This design comes from an exercise in tuning for small area and a short achievable clock period on the open sky130 flow, not from production work.
The RTL was checked by simulation tests, not by an equivalence proof against the original design.
No activity file was given, so power comes from the tool's default toggle rates.

==> flow/design.v (excerpt) <==
module echo_train_gen #(
  parameter int N_ECHO  = 5,
  parameter int DW      = 10,
  parameter int CNT_W   = 16,
  parameter int PERIOD  = 200,
  parameter int NOISE_W = 4
) (
  input  logic                          clk,
  input  logic                          reset,
  input  logic                          start,
  input  logic                          stop,
  input  logic                          mode,
  input  logic                          noise_en,
  input  logic [8*(N_ECHO+1)-1:0]       amp_i,
  input  logic [CNT_W*(N_ECHO+1)-1:0]   delay_i,
  output logic [DW-1:0]                 sum_o,
  output logic [7:0]                    start_o,
  output logic                          busy,
  output logic                          frame_o
);
  localparam int NP = N_ECHO + 1;
  logic             run_q;
  logic             busy_q;    
  logic             last_q;
  logic             first_q;
  logic [7:0]       cnt_q;
  logic [15:0]      lfsr_q;
  logic [DW-1:0]    sum_q;
  logic [7:0]       st_q;
  logic             frame_q;
  logic [7:0]       amp_q [NP];
  logic [7:0]       pos_q [NP];
  logic [7:0]       sb_q  [NP];
  logic [7:0]       h1_q  [NP];
  logic [7:0]       h2_q  [NP];
  logic             hc_q  [NP];
  logic [10:0]      y1_q, y2_q, y3_q;
  logic [7:0]       p0_q;
  logic go, ld;
  assign go = run_q && !stop;
  assign ld = !run_q || last_q;
  logic [7:0] sb_d [NP];
  for (genvar k = 0; k < NP; k++) begin : g_shape
    logic [7:0] u;
    logic       win;
    logic [7:0] s4;
    assign u = pos_q[k];
    assign win = (u[7:4] == 4'd0 && u[3:0] <= 4'd11) || (u[7:2] == 6'h3F);
    localparam logic [127:0] SHAPE4 = 128'h230e0502050e23477cb9ebffebb97c47;
    assign s4 = SHAPE4[8*u[3:0] +: 8];
    assign sb_d[k] = win ? s4 : 8'd0;
  end
  logic [7:0] h1_d [NP];
  logic [7:0] h2_d [NP];
  ...
For scale: ~2400 cells after synthesis, ~310 flip-flops, roughly 170 I/O pins, ~0.023 mm² of cells after synthesis.
export LEC_CHECK = 0
export CAP_MARGIN = 20
export CORE_MARGIN = 2
export CORE_UTILIZATION = 40
export CTS_CLUSTER_DIAMETER = 100
export CTS_CLUSTER_SIZE = 20
export SETUP_SLACK_MARGIN = 5
export SLEW_MARGIN = 20
create_clock -name core_clock -period 10.5 [get_ports {clk}]
standard.sh (not shown) runs the stock make flow with config.mk's settings and CLKGATE_MAP_FILE= SYNTH_SCRIPT=/design/flow/synth_recipe.tcl, a recipe that flattens the netlist after the stock synthesis.
==> flow/flow/run.sh <==
#!/bin/bash
set -euo pipefail
MARGIN=${MARGIN:-7}
PORTBUF=${PORTBUF:-sky130_fd_sc_hd__buf_1}
sed -e "s/SETUP_SLACK_MARGIN=[0-9.]*/SETUP_SLACK_MARGIN=$MARGIN/" \
    -e "s/\"\${@:-finish}\"/BUFFER_PORTS_ARGS='-buffer_cell $PORTBUF' \"\${@:-finish}\"/" \
    standard.sh > standard_flow.sh
bash standard_flow.sh > standard.log 2>&1
The first run completed without violations.
Edit:
--- a/flow/flow/run.sh
+++ b/flow/flow/run.sh
@@ -1,5 +1,5 @@
 #!/bin/bash
 set -euo pipefail
-MARGIN=${MARGIN:-7}
+MARGIN=${MARGIN:-7.1}
 PORTBUF=${PORTBUF:-sky130_fd_sc_hd__buf_1}
 sed -e "s/SETUP_SLACK_MARGIN=[0-9.]*/SETUP_SLACK_MARGIN=$MARGIN/" \
- CORE_UTILIZATION: 40 -> 50
- CTS_CLUSTER_SIZE: 20 -> 30
- PLACE_DENSITY: not set -> 0.8
First-iteration DRC count came out higher by 23%; cell area came out lower by about 0.6%; count of clock-buffer cells in the layout came out lower by 12; setup slack is better by 0.055 ns; power came out lower by 6.1%; die area came out lower by 20%.
Edit:
--- a/flow/flow/run.sh
+++ b/flow/flow/run.sh
@@ -1,5 +1,5 @@
 #!/bin/bash
 set -euo pipefail
-MARGIN=${MARGIN:-7.1}
+MARGIN=${MARGIN:-7}
 PORTBUF=${PORTBUF:-sky130_fd_sc_hd__buf_1}
 sed -e "s/SETUP_SLACK_MARGIN=[0-9.]*/SETUP_SLACK_MARGIN=$MARGIN/" \
Core utilization drops by 0.13 points.
First-iteration DRC count shrinks by 4.4%.
Cell area stays flat.
Wire length climbs by about 2%.
Clock skew barely changes.
Global-route usage rose by 0.36 points.
Fmax barely changes.
Worst setup slack gets worse by 0.0086 ns.
Power is higher by about 1.8%.
Critical path depth does not change.
Via count is higher by about 1%.
Edit:
- CORE_UTILIZATION: 50 -> 60
- PLACE_DENSITY: 0.8 -> 0.85
Sequential power hardly moves; register-to-register slack got worse by 0.06 ns; non-clock buffer count goes down by 3; hold slack loses 0.016 ns; cell area fell slightly; clock skew falls by 0.0054 ns; total power decreases by a few percent; cell count is lower by a few percent; die area is lower by about a fifth; routed wire length falls slightly; area after synthesis stays the same.

job 101:
Another version of the RTL of echo_train_gen (not shown whole).
Size: roughly 320 flip-flops.
Settings: LEC_CHECK=0, CAP_MARGIN=20, CORE_MARGIN=2, CORE_UTILIZATION=60, SETUP_SLACK_MARGIN=5, SLEW_MARGIN=20; clock period 10.5 ns.
==> flow/flow/run.sh <==
#!/bin/bash
set -euo pipefail
MARGIN=${MARGIN:-7}
PORTBUF=${PORTBUF:-sky130_fd_sc_hd__buf_1}
sed -e "s/SETUP_SLACK_MARGIN=[0-9.]*/SETUP_SLACK_MARGIN=$MARGIN/" \
    -e "s/\"\${@:-finish}\"/BUFFER_PORTS_ARGS='-buffer_cell $PORTBUF' \"\${@:-finish}\"/" \
    standard.sh > standard_flow.sh
bash standard_flow.sh > standard.log 2>&1
> inputs changed (job 101 -> job 102)
- CTS_BUF_LIST now sky130_fd_sc_hd__clkbuf_8, previously not set
- CORE_UTILIZATION now 40, was 60
- CTS_CLUSTER_SIZE now 30, previously not set
Register share of the cell area was lower in the run labelled job 102. NOTE routed wire length job 101->job 102 increased by a few percent. Summary of job 102 over job 101: part of the total power dissipated in sequential elements has increased; share of power burned in the clock network has decreased; final instance area has increased; met2 track utilization from global routing has decreased. Static leakage: job 102 vs job 101 up about 0.7%. Switching power, job 102 vs job 101: down slightly.
#### Input delta (job 103 over job 102)
- a deleted CTS_BUF_LIST that had been sky130_fd_sc_hd__clkbuf_8
- an added ABC_AREA of 1
- a deleted CTS_CLUSTER_SIZE that had been 30
==> run summary <==
Measured against each other, job 102 and job 103 differ in net switching power of the design, the higher figure coming from job 103.
Comparing job 102 and job 103, the lower final area is on job 102.
The setup slack in job 103 was lower than what job 102 gave.
Looking at endpoint of the most critical setup path, the hc_q[2] result is from job 103; the hc_q[0] one comes from job 102.
Status | job 102 and job 103 | clean
Here is what was changed in the inputs of job 104 compared with job 103.
- ABC_AREA no longer set, was 1
--- a/flow/flow/run.sh
+++ b/flow/flow/run.sh
@@ -2,3 +2,3 @@
 set -euo pipefail
-MARGIN=${MARGIN:-7}
+MARGIN=${MARGIN:-7.5}
 PORTBUF=${PORTBUF:-sky130_fd_sc_hd__buf_1}
==> run summary <==
- Job 104 vs job 103, area fraction in and, or, nand and nor cells after synthesis went up by 0.99 points.
- Job 103 → job 104: internal power consumption now larger, inverter count of the layout excluding clock inverters now smaller.
- The minimum hold slack on job 104 is in line with that on job 103.
- | number of non-clock buffers | job 104 vs job 103 | 49 higher |
- The half-perimeter wire length after detailed placement reported for job 104 is smaller than that of job 103 by about 4%.

[what the ideal ports hide]
The flow's constraints put no driver on any port. The routed layouts listed below were extracted and timed again, unchanged, in two steps. Step 1: set_driving_cell puts a clkbuf_16 on clk and a buf_2 on each other input, an assumption about the parent block. Step 2 also shifts input and output timing later by t, the mid clock arrival at the registers, as if the neighbouring blocks saw the same clock. Slacks: no drivers / after step 1 / after step 2; pairs: no drivers / after step 1.
run | shift t [ns] | setup WS [ns] | latest minus earliest clock arrival (ns)
the first run of note 1 | 0.603 | 7.045 / 7.045 / 6.668 | 0.024 / 0.024
the second run of note 1 | 0.585 | 7.100 / 7.100 / 6.616 | 0.027 / 0.027
the third run of note 1 | 0.593 | 7.092 / 7.092 / 6.615 | 0.024 / 0.025
the fourth run of note 1 | 0.581 | 7.030 / 7.030 / 6.655 | 0.020 / 0.021
job 101 | 0.613 | 7.070 / 7.042 / 6.545 | 0.027 / 0.027
job 102 | 0.703 | 7.078 / 7.073 / 6.572 | 0.038 / 0.038
job 103 | 0.633 | 7.009 / 7.009 / 6.913 | 0.016 / 0.016
job 104 | 0.609 | 7.091 / 7.091 / 6.601 | 0.030 / 0.031
After both steps setup and hold are still met in every run listed. The setup slack of job 101, which loses most, moves by -0.028 ns with the drivers and by -0.525 ns with both steps.
